This is an optimization exercise on Yosys and OpenROAD, whose aim is small area, a short achievable clock period and few clock cycles, not a production implementation. Only simulation tests tie the RTL to the original design; equivalence was not proved. Power and IR drop assume default switching activity.

Design row_accum_top, start of the top module:
module row_accum_top (
    input  logic                 clk,
    input  logic                 rst_n,
    input  logic                 in_valid,
    output logic                 in_ready,
    input  row_accum_pkg::val_t  in_val,
    input  row_accum_pkg::row_t  in_row,
    input  row_accum_pkg::col_t  in_col,
    input  logic                 in_last,
    output logic                 out_valid,
    input  logic                 out_ready,
    output row_accum_pkg::val_t  out_val,
    output row_accum_pkg::col_t  out_col,
    output logic                 out_last,
    output logic                 row_done
);
    localparam int NCOL = row_accum_pkg::NCOL;
    localparam int VW   = row_accum_pkg::VAL_W;
    localparam int NQ   = 3;    
    localparam int NSD  = 3;    
    typedef logic [NCOL-1:0]     bmap_t;
    typedef row_accum_pkg::col_t col_t;
    typedef row_accum_pkg::val_t val_t;
    val_t mem [NCOL];
    logic                first_q;
    row_accum_pkg::row_t cur_row_q;
  ...
export LEC_CHECK = 0
export ABC_CLOCK_PERIOD_IN_PS = 3500
export CAP_MARGIN = 20
export CELL_PAD_IN_SITES_DETAIL_PLACEMENT = 1
export CELL_PAD_IN_SITES_GLOBAL_PLACEMENT = 2
export CORE_MARGIN = 2
export CORE_UTILIZATION = 30
export PLACE_DENSITY = 0.4
export SETUP_SLACK_MARGIN = 5
export SLEW_MARGIN = 20
create_clock -name core_clock -period 10.0 [get_ports {clk}]
standard.sh (not shown) runs the stock make flow with config.mk's settings and CLKGATE_MAP_FILE= SYNTH_SCRIPT=/design/flow/synth_recipe.tcl, a recipe that flattens the netlist after the stock synthesis.
==> flow/flow/run.sh <==
#!/bin/bash
set -euo pipefail
bash standard.sh SETUP_SLACK_MARGIN=6.7 finish > make_finish.log 2>&1
Testbench counts at the start, summed over its fixed seeds: cycles 12,303.
Change:
==> flow/flow/run.sh (replaced) <==
#!/bin/bash
set -euo pipefail
bash standard.sh SETUP_SLACK_MARGIN=6.0 finish > make_finish.log 2>&1
What happened:
- worst hold slack is about the same
- setup slack is worse by 360 ps
- design area falls by 14%
- total power came out lower by 17%
Change:
==> flow/run.sh (new file) <==
#!/bin/bash
# synth_recipe.tcl (not shown) runs the flow's synth.tcl, then flattens the netlist and writes it again
# the make line also repeats each setting of config.mk as NAME=value (left out here)
make -C /OpenROAD-flow-scripts/flow DESIGN_CONFIG=/design/flow/config.mk WORK_HOME=/design/flow/orfs CLKGATE_MAP_FILE= SYNTH_SCRIPT=/design/flow/synth_recipe.tcl finish
removed: flow/flow/run.sh
removed: flow/standard.sh
After rerunning:
- The new run produced a clean layout
- die area is unchanged
- setup slack degrades by 950 ps
- core utilization is lower by 1.7 points
Change:
ABC_CLOCK_PERIOD_IN_PS = unset   (was 3500)
SETUP_SLACK_MARGIN = unset   (was 5)
What happened:
- clock skew is about the same
- utilization fell by 0.23 points
- setup slack gets worse by 990 ps
- routed wire length went up by 0.51%
- register-to-register slack gets worse by 990 ps
- global-route usage rises by 0.16 points

---

row_accum_top, a different RTL version from the one above (not shown whole).
Size: roughly 4900 cells after synthesis, ~1600 flip-flops, about 99 I/O pins, ~0.068 mm^2 of cells after synthesis.
clock: 10.0 ns
lec_check: 0
abc_clock_period_in_ps: 3500
cap_margin: 20
cell_pad_in_sites_detail_placement: 1
cell_pad_in_sites_global_placement: 2
core_margin: 2
core_utilization: 55
cts_cluster_diameter: 80
cts_cluster_size: 22
place_density: 0.65
setup_slack_margin: 5
slew_margin: 20
==> flow/flow/run.sh <==
#!/bin/bash
set -euo pipefail
bash standard.sh SETUP_SLACK_MARGIN=6.4 finish > make_finish.log 2>&1
The starting point ran to the end with no violations.
Testbench counts at the start, summed over its fixed seeds: cycles 12,303.
==> next run, changes <==
ABC_AREA = 1   (was not set)
CORE_UTILIZATION = 45   (was 55)
PLACE_DENSITY = 0.55   (was 0.65)
- cell area went up by 6.7%
- fmax went up by 6.2%
- area after synthesis goes up by 5.5%
- critical path depth rises by 2
- wire length rises by 14%
- sequential power stays flat
- total power grows by 6.7%
- non-clock buffer count shrinks by 31
==> next run, changes <==
==> flow/flow/run.sh (replaced) <==
#!/bin/bash
set -euo pipefail
bash standard.sh SETUP_SLACK_MARGIN=6.7 finish > make_finish.log 2>&1
ABC_AREA = not set   (was 1)
Effect: The new run completed with no timing, DRC or antenna violations; maximum frequency rose by a few percent; via count fell by roughly a tenth; non-clock buffer count rose by 62; critical path depth fell by 7; design area fell by a few percent; wire length fell by a few percent.

re-timing with driven ports:
How much do the figures lean on ideal ports? The routed layouts below were timed once more, with nothing changed but the port constraints.
Step 1, drivers: a clkbuf_16 drives clk and a buf_2 each remaining input, both assumed.
Step 2 adds t to the input delays and takes it off the output delays; t is the mean of the earliest and latest rising clock arrival at the registers after step 1. Input paths then give back, and output paths get back, about the clock's delay inside the block.
Slacks: ideal ports / drivers / drivers and shift; pairs: ideal ports / drivers.
run | shift t [ns] | setup slack, ns | worst setup path after step 2 | slew at the worst register clock pin (ns) | worst slew at a driven data input, ns
the first run of note 1 | 0.964 | 6.176 / 6.162 / 5.874 | input to register | 0.07 / 0.07 | 0.06
the second run of note 1 | 0.946 | 5.812 / 5.812 / 5.273 | input to register | 0.07 / 0.07 | 0.08
the third run of note 1 | 0.954 | 4.865 / 4.865 / 4.865 | register to register | 0.07 / 0.07 | 0.12
the fourth run of note 1 | 0.941 | 3.880 / 3.880 / 3.880 | register to register | 0.07 / 0.07 | 0.14
the first run of note 2 | 0.841 | 6.220 / 6.220 / 5.743 | input to register | 0.10 / 0.10 | 0.06
the second run of note 2 | 0.887 | 6.440 / 6.366 / 5.703 | input to register | 0.10 / 0.10 | 0.07
the third run of note 2 | 0.851 | 6.511 / 6.431 / 5.977 | input to register | 0.10 / 0.10 | 0.06
After both steps every run listed still meets setup and hold. The setup slack of the second run of note 2, which loses most, moves by -0.074 ns with the drivers and by -0.737 ns with both steps.
